This design comes from an exercise in tuning for small area and a short achievable clock period on the open sky130 flow, not from production work.
In this exercise RTL edits were held to simulation tests only and were not proved equivalent to the original.

$ cat flow/config.mk
export PLATFORM = sky130hd
export DESIGN_NAME = exp_bf16_top
export DESIGN_NICKNAME = exp_bf16_top
export VERILOG_FILES = /design/flow/design.v
export SDC_FILE = /design/flow/constraint.sdc
export NUM_CORES = 4
export LEC_CHECK = 0
export CAP_MARGIN = 20
export CORE_MARGIN = 2
export CORE_UTILIZATION = 40
export SLEW_MARGIN = 20
$ cat flow/constraint.sdc
create_clock -name core_clock -period 11.5 [get_ports {clk}]
set_input_delay 2.3000 -clock core_clock [delete_from_list [all_inputs] [get_ports {clk}]]
set_output_delay 2.3000 -clock core_clock [all_outputs]
set_load 0.01 [all_outputs]
$ cat flow/design.v
    localparam int bf16_man_w = 7;        
    localparam int bf16_bias  = 127;
    localparam logic [7:0] exp_tiny = 8'd118;    
    localparam logic [7:0] exp_huge = 8'd134;    
    localparam logic [15:0] bf16_one  = 16'h3f80;
    localparam logic [15:0] bf16_pinf = 16'h7f80;
    localparam logic [15:0] bf16_qnan = 16'h7fc0;
    localparam logic [15:0] bf16_zero = 16'h0000;
    localparam int frac_w  = 16;
    localparam int fix_w   = 8 + frac_w;      
    localparam int unit_w  = frac_w + 1;      
    localparam int shift_w = 10;              
    localparam logic [unit_w-1:0] log2e_fix = 17'h17154;     
    localparam logic [unit_w-1:0] ln2_fix   = 17'h0b172;     
    localparam logic [unit_w-1:0] one_fix   = 17'h10000;
`default_nettype none
module exp_range_reduce
(
    input  logic       clk,
    input  logic       rst,
    input  logic       valid_i,
    input  logic [15:0]      data_i,
    output logic       out_valid,
    output logic       out_bypass,
    output logic [15:0]      out_bypass_val,
    output logic signed [9:0]     out_shift,
    output logic [16:0]      out_r,
    output logic [16:0]      out_acc
);
    localparam int bf16_man_w = 7;        
    localparam int bf16_bias  = 127;
    localparam logic [7:0] exp_tiny = 8'd118;    
    localparam logic [7:0] exp_huge = 8'd134;    
    localparam logic [15:0] bf16_one  = 16'h3f80;
    localparam logic [15:0] bf16_pinf = 16'h7f80;
    localparam logic [15:0] bf16_qnan = 16'h7fc0;
    localparam logic [15:0] bf16_zero = 16'h0000;
    localparam int frac_w  = 16;
    localparam int fix_w   = 8 + frac_w;      
    localparam int unit_w  = frac_w + 1;      
    localparam int shift_w = 10;              
    localparam logic [unit_w-1:0] log2e_fix = 17'h17154;     
    localparam logic [unit_w-1:0] ln2_fix   = 17'h0b172;     
    localparam logic [unit_w-1:0] one_fix   = 17'h10000;
    localparam int t_w = fix_w + 1;
    logic                          sgn;
    logic [7:0]                    exp_b;
    logic [bf16_man_w-1:0]         man;
    logic [7:0]                    sh;
    logic [fix_w-2:0]       x_mag;
    logic signed [fix_w-1:0]                          x_fix;
    logic signed [fix_w+17:0] prod;
    logic signed [t_w-1:0]         t_c;
    logic                          byp_c;
    logic [15:0]                         bval_c;
    logic                          v1;
    logic                          byp1;
    logic [15:0]                         bval1;
    logic signed [t_w-1:0]         t1;
    logic signed [shift_w-1:0]                        n_c;
    logic [frac_w-1:0]             f_c;
    logic [frac_w+unit_w-1:0] r_prod;
    assign sgn   = data_i[15];
    assign exp_b = data_i[14:bf16_man_w];
    assign man   = data_i[bf16_man_w-1:0];
    always_comb
    begin
        byp_c  = 1'b1;
        bval_c = bf16_one;
        if (exp_b == 8'hff)
        begin
            if (man != '0)
                bval_c = bf16_qnan;      
            else
                bval_c = sgn ? bf16_zero : bf16_pinf;
        end
        else if (exp_b < exp_tiny)
            bval_c = bf16_one;           
        else if (exp_b >= exp_huge)
            bval_c = sgn ? bf16_zero : bf16_pinf;
        else
            byp_c = 1'b0;
    end
    assign sh    = exp_b - exp_tiny;
    assign x_mag = {15'b0, 1'b1, man} << sh[3:0];
    assign x_fix = sgn ? -{1'b0, x_mag} : {1'b0, x_mag};
    assign prod = x_fix * $signed({1'b0, log2e_fix});
    assign t_c  = prod[frac_w +: t_w];           
    always_ff @(posedge clk)
    begin
        if (rst)
            v1 <= 1'b0;
        else
            v1 <= valid_i;
    end
    always_ff @(posedge clk)
    begin
        byp1  <= byp_c;
        bval1 <= bval_c;
        t1    <= t_c;
    end
    assign n_c    = {t1[t_w-1], t1[t_w-1:frac_w]};     
    assign f_c    = t1[frac_w-1:0];
    assign r_prod = f_c * ln2_fix;
    always_ff @(posedge clk)
    begin
        if (rst)
            out_valid <= 1'b0;
        else
            out_valid <= v1;
    end
    always_ff @(posedge clk)
    begin
        out_bypass     <= byp1;
        out_bypass_val <= bval1;
        out_shift      <= n_c;
        out_r          <= r_prod[frac_w +: unit_w];
        out_acc        <= one_fix;       
    end
endmodule
`default_nettype wire
`default_nettype none
module exp_horner_stage
#(
    parameter int k = 1
)
(
    input  logic      clk,
    input  logic      rst,
    input  logic      up_valid,
    input  logic      up_bypass,
    input  logic [15:0]     up_bypass_val,
    input  logic signed [9:0]    up_shift,
    input  logic [16:0]     up_r,
    input  logic [16:0]     up_acc,
    output logic      dn_valid,
    output logic      dn_bypass,
    output logic [15:0]     dn_bypass_val,
    output logic signed [9:0]    dn_shift,
    output logic [16:0]     dn_r,
    output logic [16:0]     dn_acc
);
    localparam int bf16_man_w = 7;        
    localparam int bf16_bias  = 127;
    localparam logic [7:0] exp_tiny = 8'd118;    
    localparam logic [7:0] exp_huge = 8'd134;    
    localparam logic [15:0] bf16_one  = 16'h3f80;
    localparam logic [15:0] bf16_pinf = 16'h7f80;
    localparam logic [15:0] bf16_qnan = 16'h7fc0;
    localparam logic [15:0] bf16_zero = 16'h0000;
    localparam int frac_w  = 16;
    localparam int fix_w   = 8 + frac_w;      
    localparam int unit_w  = frac_w + 1;      
    localparam int shift_w = 10;              
    localparam logic [unit_w-1:0] log2e_fix = 17'h17154;     
    localparam logic [unit_w-1:0] ln2_fix   = 17'h0b172;     
    localparam logic [unit_w-1:0] one_fix   = 17'h10000;
    localparam logic [31:0] inv_q = (32'd1 << frac_w) / k;
    localparam logic [unit_w-1:0]       inv_c = inv_q[unit_w-1:0];
    logic [2*unit_w-1:0] prod_ar;
    logic [unit_w-1:0]                      term_ar;
    logic [2*unit_w-1:0] prod_k;
    logic [unit_w-1:0]                      term;
    logic [unit_w:0]     acc_sum;     
    assign prod_ar = up_acc * up_r;
    assign term_ar = prod_ar[frac_w +: unit_w];
    assign prod_k  = term_ar * inv_c;
    assign term    = prod_k[frac_w +: unit_w];
    assign acc_sum = one_fix + term;
    always_ff @(posedge clk)
    begin
        if (rst)
            dn_valid <= 1'b0;
        else
            dn_valid <= up_valid;
    end
    always_ff @(posedge clk)
    begin
        dn_bypass     <= up_bypass;
        dn_bypass_val <= up_bypass_val;
        dn_shift      <= up_shift;
        dn_r          <= up_r;
        dn_acc        <= acc_sum[unit_w-1:0];
    end
endmodule
`default_nettype wire
`default_nettype none
module exp_result_pack
(
    input  logic       clk,
    input  logic       rst,
    input  logic       in_valid,
    input  logic       in_bypass,
    input  logic [15:0]      in_bypass_val,
    input  logic signed [9:0]     in_shift,
    input  logic [16:0]      in_acc,
    output logic       valid_o,
    output logic [15:0]      data_o
);
    localparam int bf16_man_w = 7;        
    localparam int bf16_bias  = 127;
    localparam logic [7:0] exp_tiny = 8'd118;    
    localparam logic [7:0] exp_huge = 8'd134;    
    localparam logic [15:0] bf16_one  = 16'h3f80;
    localparam logic [15:0] bf16_pinf = 16'h7f80;
    localparam logic [15:0] bf16_qnan = 16'h7fc0;
    localparam logic [15:0] bf16_zero = 16'h0000;
    localparam int frac_w  = 16;
    localparam int fix_w   = 8 + frac_w;      
    localparam int unit_w  = frac_w + 1;      
    localparam int shift_w = 10;              
    localparam logic [unit_w-1:0] log2e_fix = 17'h17154;     
    localparam logic [unit_w-1:0] ln2_fix   = 17'h0b172;     
    localparam logic [unit_w-1:0] one_fix   = 17'h10000;
    localparam int drop_w = frac_w - bf16_man_w;     
    logic [bf16_man_w-1:0]   keep;
    logic                    lsb;
    logic                    guard;
    logic                    sticky;
    logic                    rnd_up;
    logic [bf16_man_w:0]     frac_rnd;
    logic                    carry;
    logic signed [10:0]      shift_ext;
    logic signed [10:0]      exp_sum;
    logic [15:0]                   res_c;
    assign keep   = in_acc[frac_w-1:drop_w];
    assign lsb    = in_acc[drop_w];
    assign guard  = in_acc[drop_w-1];
    assign sticky = |in_acc[drop_w-2:0];
    assign rnd_up = guard & (sticky | lsb);
    assign frac_rnd = {1'b0, keep} + {{bf16_man_w{1'b0}}, rnd_up};
    assign carry    = frac_rnd[bf16_man_w];      
    assign shift_ext = in_shift;
    assign exp_sum   = shift_ext + 11'(bf16_bias) + $signed({10'b0, carry});
    always_comb
    begin
        if (in_bypass)
            res_c = in_bypass_val;
        else if (exp_sum >= 255)
            res_c = bf16_pinf;
        else if (exp_sum <= 0)
            res_c = bf16_zero;       
        else
            res_c = {1'b0, exp_sum[7:0], frac_rnd[bf16_man_w-1:0]};
    end
    always_ff @(posedge clk)
    begin
        if (rst)
            valid_o <= 1'b0;
        else
            valid_o <= in_valid;
    end
    always_ff @(posedge clk)
    begin
        data_o <= res_c;
    end
endmodule
`default_nettype wire
`default_nettype none
module exp_bf16_top
#(
    parameter int n_terms = 6
)
(
    input  logic  clk,
    input  logic  rst,
    input  logic  valid_i,
    input  logic [15:0] data_i,
    output logic  valid_o,
    output logic [15:0] data_o
);
    localparam int bf16_man_w = 7;        
    localparam int bf16_bias  = 127;
    localparam logic [7:0] exp_tiny = 8'd118;    
    localparam logic [7:0] exp_huge = 8'd134;    
    localparam logic [15:0] bf16_one  = 16'h3f80;
    localparam logic [15:0] bf16_pinf = 16'h7f80;
    localparam logic [15:0] bf16_qnan = 16'h7fc0;
    localparam logic [15:0] bf16_zero = 16'h0000;
    localparam int frac_w  = 16;
    localparam int fix_w   = 8 + frac_w;      
    localparam int unit_w  = frac_w + 1;      
    localparam int shift_w = 10;              
    localparam logic [unit_w-1:0] log2e_fix = 17'h17154;     
    localparam logic [unit_w-1:0] ln2_fix   = 17'h0b172;     
    localparam logic [unit_w-1:0] one_fix   = 17'h10000;
    logic  [n_terms:0]                   l_valid;
    logic  [n_terms:0]                   l_bypass;
    logic  [n_terms:0][15:0]             l_bypass_val;
    logic  [n_terms:0][shift_w-1:0] l_shift;
    logic  [n_terms:0][unit_w-1:0]  l_r;
    logic  [n_terms:0][unit_w-1:0]  l_acc;
    exp_range_reduce i_reduce
    (
        .clk            (clk),
        .rst            (rst),
        .valid_i        (valid_i),
        .data_i         (data_i),
        .out_valid      (l_valid[0]),
        .out_bypass     (l_bypass[0]),
        .out_bypass_val (l_bypass_val[0]),
        .out_shift      (l_shift[0]),
        .out_r          (l_r[0]),
        .out_acc        (l_acc[0])
    );
    for (genvar i = 0; i < n_terms; i++)
    begin : g_stage
        exp_horner_stage #(
            .k (n_terms - i)
        ) i_stage
        (
            .clk           (clk),
            .rst           (rst),
            .up_valid      (l_valid[i]),
            .up_bypass     (l_bypass[i]),
            .up_bypass_val (l_bypass_val[i]),
            .up_shift      (l_shift[i]),
            .up_r          (l_r[i]),
            .up_acc        (l_acc[i]),
            .dn_valid      (l_valid[i+1]),
            .dn_bypass     (l_bypass[i+1]),
            .dn_bypass_val (l_bypass_val[i+1]),
            .dn_shift      (l_shift[i+1]),
            .dn_r          (l_r[i+1]),
            .dn_acc        (l_acc[i+1])
        );
    end
    exp_result_pack i_pack
    (
        .clk           (clk),
        .rst           (rst),
        .in_valid      (l_valid[n_terms]),
        .in_bypass     (l_bypass[n_terms]),
        .in_bypass_val (l_bypass_val[n_terms]),
        .in_shift      (l_shift[n_terms]),
        .in_acc        (l_acc[n_terms]),
        .valid_o       (valid_o),
        .data_o        (data_o)
    );
endmodule
`default_nettype wire
$ cat flow/run.sh
#!/bin/bash
# synth_recipe.tcl (not shown) runs the flow's synth.tcl, then flattens the netlist and writes it again
# the make line also repeats each setting of config.mk as NAME=value (left out here)
make -C /OpenROAD-flow-scripts/flow DESIGN_CONFIG=/design/flow/config.mk WORK_HOME=/design/flow/orfs CLKGATE_MAP_FILE= SYNTH_SCRIPT=/design/flow/synth_recipe.tcl finish
==> results.py <==
metrics = {
    "outcome": {
        "outcome": "complete, no violations",
    },
    "floorplan": {
        "pin_count": 36,
        "dieArea_um2": 182000,
        "coreArea_um2": 177000,
        "die_h_um": 426,
        "dieWidth_um": 426,
        "initial_core_util_pct": 40.4,
        "rows": 154,
    },
    "detailed_routing": {
        "drc": 0,
        "wl_per_cell_um": 15.1,
        "dr.pass1.iters": 5,
        "dr_total_vias": 47500,
        "routed_via_density": 4.77,
        "antenna_left": 0,
        "drtIter0Drc": 1800,
        "wirelength_um": 150000,
    },
    "logic_synthesis": {
        "yosysTopAreaCell": "fa_1",
        "yosys_warnings": 8,
        "synth_fp_nets": 10100,
        "ys_seq_area_share_pct": 9.35,
        "postSynthCellCount": 7521,
        "async_flop_share_pct": 0,
        "netlist_area_um2": 71300,
        "synth.distinct_cells": 74,
        "syn_area_per_cell_um2": 9.48,
        "synth.area.top_cells": "fa_1, ha_1, inv_1",
        "synth_seq_cells": 333,
        "synth_top_area_share_pct": 39.1,
        "synth-edff-count": 0,
        "synth-main-ff-cell": "dfxtp_1",
    },
    "timing": {
        "maxSlewViolCount": 0,
        "max-slew-margin-rel_pct": 31.1,
        "post-route-min-period_ns": 10.97,
        "finalClockSkew_ns": 0.0336,
        "setup_ws_ns": 0.526,
        "max_freq_ghz": 0.0911,
        "rsz0062_at_grt": "no",
        "tightestPinTransition_ns": 1.03,
        "finalSetupViolCount": 0,
        "finalHoldViolations": 0,
        "finalSetupTns_ns": 0,
        "fin_crit_sh_pct": 95.4,
        "hold_ws_ns": 0.296,
    },
    "clock_tree": {
        "clk_pin_slew_ns": 0.06,
        "clock_path_buffers": 3,
        "cts-root-buf": "clkbuf_16",
        "cts_hold_buf": 0,
        "numCtsBuffers": 42,
        "htree_levels": 2,
        "clock_latency_ns": 0.63,
        "cts_tree": "yes",
        "clock-sinks": 333,
        "cts_setup_buffers": 0,
    },
    "cells_and_area": {
        "num-nets-final": 10200,
        "area_delta_synth_final_pct": 7.58,
        "drive_above_1_share_pct": 3.97,
        "fin_util_pct": 43.4,
    },
    "worst_setup_path": {
        "worstSetupStartpoint": "g_stage[2].i_stage.dn_acc[7]",
        "cp_slowest_cell": "fa_1",
        "r2r-start": "g_stage[2].i_stage.dn_acc[7]",
        "worstSetupPathType": "reg -> reg",
        "crit_arrival_ns": 11.53,
        "crit_fanout": 10,
        "cp-end-kind": "flop",
        "cpPeakStageDelay_ns": 0.57,
        "rr_worst_depth": 40,
        "worstPathRequired_ns": 12.06,
        "crit_top_cell": "fa_1",
        "crit_path_start_kind": "flop",
    },
    "worst_hold_path": {
        "hold_depth": 0,
        "hp-class": "reg -> reg",
        "worstHoldStart": "g_stage[1].i_stage.dn_shift[3]",
    },
    "grt": {
        "antenna_found_initial": 5,
        "grt_max_degree": 50,
        "first_global_vias": 52800,
        "track_usage_pct": 17.5,
        "grt_pass1_wl_um": 262000,
        "grt-ovfl-total": 0,
    },
    "place": {
        "port_buffers": 34,
        "place_ws_ns": -0.0633,
        "place_hpwl_um": 127000,
        "place_congestion": 0.864,
    },
    "flow_run": {
        "max_cap_viol_count": 0,
    },
}
cell usage in the layout, fill, tap and decap left out, types with 6 or more instances in the layout:
cell and count:
inv_1 2027, a221o_1 8, and2_1 591, nand2_1 736
bufinv_16 6, buf_4 157, a21oi_1 130, inv_6 7
o21ai_0 78, xor2_1 87, nor3_1 34, and3_1 21
a2111oi_0 7, o21bai_1 12, xnor2_1 156, a211oi_1 18
o41ai_1 6, ha_1 1172, o21a_1 36, nand2b_1 33
nor2_1 128, clkdlybuf4s50_1 33, nor4_1 7, nor2b_1 30
fa_1 1392, dfxtp_2 27, dfxtp_1 306, nand3_1 35
a31oi_1 13, or2_2 13, nand4_1 10, a21o_1 67
o211ai_1 8, o31ai_1 10, clkbuf_16 42, or3_1 8
mux2i_1 17
worst paths after layout:
kind                                          to  slack, ns
hold reg to reg   g_stage[2].i_stage.dn_shift[3]       0.30
hold / removal    g_stage[2].i_stage.dn_shift[3]       0.30
setup / recovery   g_stage[3].i_stage.dn_acc[14]       0.53
setup reg to reg   g_stage[3].i_stage.dn_acc[14]       0.53
cells in the mapped netlist, types with 36 or more instances:
| cell type | count |
|---|---|
| o21a_1 | 36 |
| fa_1 | 1392 |
| xor2_1 | 88 |
| ha_1 | 1172 |
| a21oi_1 | 132 |
| xnor2_1 | 159 |
| dfxtp_1 | 333 |
| a21o_1 | 67 |
| o21ai_0 | 83 |
| clkbuf_1 | 169 |
| inv_1 | 2027 |
| nand2_1 | 736 |
| and2_1 | 591 |
| nor2_1 | 128 |
per-stage QoR:
| stage | cell area [µm²] | instances |
|---|---|---|
| global placement | 75100 | 9869 |
| floorplan | 71300 | 7521 |
| CTS | 76600 | 9947 |
| finish | 76700 | 9948 |
| detailed placement | 75100 | 9869 |
| global route | 76700 | 9947 |
routing by layer:
metal  track usage (%)  routed length (µm)
met1              23.6               69000
met2              30.5               73000
met3              1.94                5430
met4              3.48                2820
met5                 0                  24
critical path: cells and delay by family (launching register included):
family | cells | cell delay, ns
XOR/XNOR | 2 | 0.33
buffers and inverters | 8 | 0.61
AO/OA/AOI/OAI | 12 | 2.69
AND/OR/NAND/NOR | 4 | 0.54
flip-flops | 1 | 0.52
adder cells (fa/ha/maj) | 14 | 6.20
cell type report:
type                       instances  area (µm²)
antenna                            1        2.50
clock buffer                      47        1090
clock inverter                    31         425
fill                           17000      100000
inverter                        2028        7610
multi-input combinational       4976       56400
sequential                       333        6700
tap                             2340        2930
timing repair buffer             192        1530
logic make-up after synthesis:
logic type,Yosys count,share of synthesized area (%)
xor+xnor,250,3.11
fa+ha+maj,2565,59.7
compound gates,474,4.38
other cells,1,0.00526
flops,333,9.35
simple gates,1668,11.5
buf+inv,2212,11.7
mux,18,0.270
repair_timing:
| item | CTS | global route |
|---|---|---|
| gates resized for setup | 2 | 50 |
| pin swaps | 0 | 5 |
| setup endpoints to repair | 4 | 22 |
| hold endpoints to repair | 0 | 0 |
sequential cells by signal, summed over array words and instances, names as in the netlist, 3 cells and up:
| signal | cells |
|---|---|
| g_stage.i_stage.dn_acc | 93 |
| g_stage.i_stage.dn_r | 80 |
| g_stage.i_stage.dn_shift | 54 |
| i_reduce.t1 | 25 |
| g_stage.i_stage.dn_bypass_val | 18 |
| i_reduce.out_r | 16 |
| i_pack.data_o | 15 |
| i_reduce.out_shift | 9 |
| g_stage.i_stage.dn_bypass | 6 |
| g_stage.i_stage.dn_valid | 6 |
| i_reduce.bval1 | 3 |
| i_reduce.out_bypass_val | 3 |

==> re-timing with driven ports <==
The results above use ideal ports. As a check the final layout listed here was re-extracted and re-timed, cells and wires unchanged.
Step 1 sets driving cells, clkbuf_16 on the clock port and buf_2 on the other inputs (assumed; they add their load-dependent delay and slew).
Step 2 moves the port delays by t, midway between the first and last clock arrival at a register: inputs arrive t later, outputs are due t later. That takes back most of the time a late clock gives input paths.
a / b / c = no drivers / after step 1 / after step 2; a / b = the first two.
t, ns: 0.688
setup slack, ns: 0.526 / 0.526 / 0.255
hold slack, ns: 0.296 / 0.296 / 0.296
After both steps this run still meets setup and hold. The setup slack of this run moves by 0.000 ns with the drivers and by -0.271 ns with both steps.
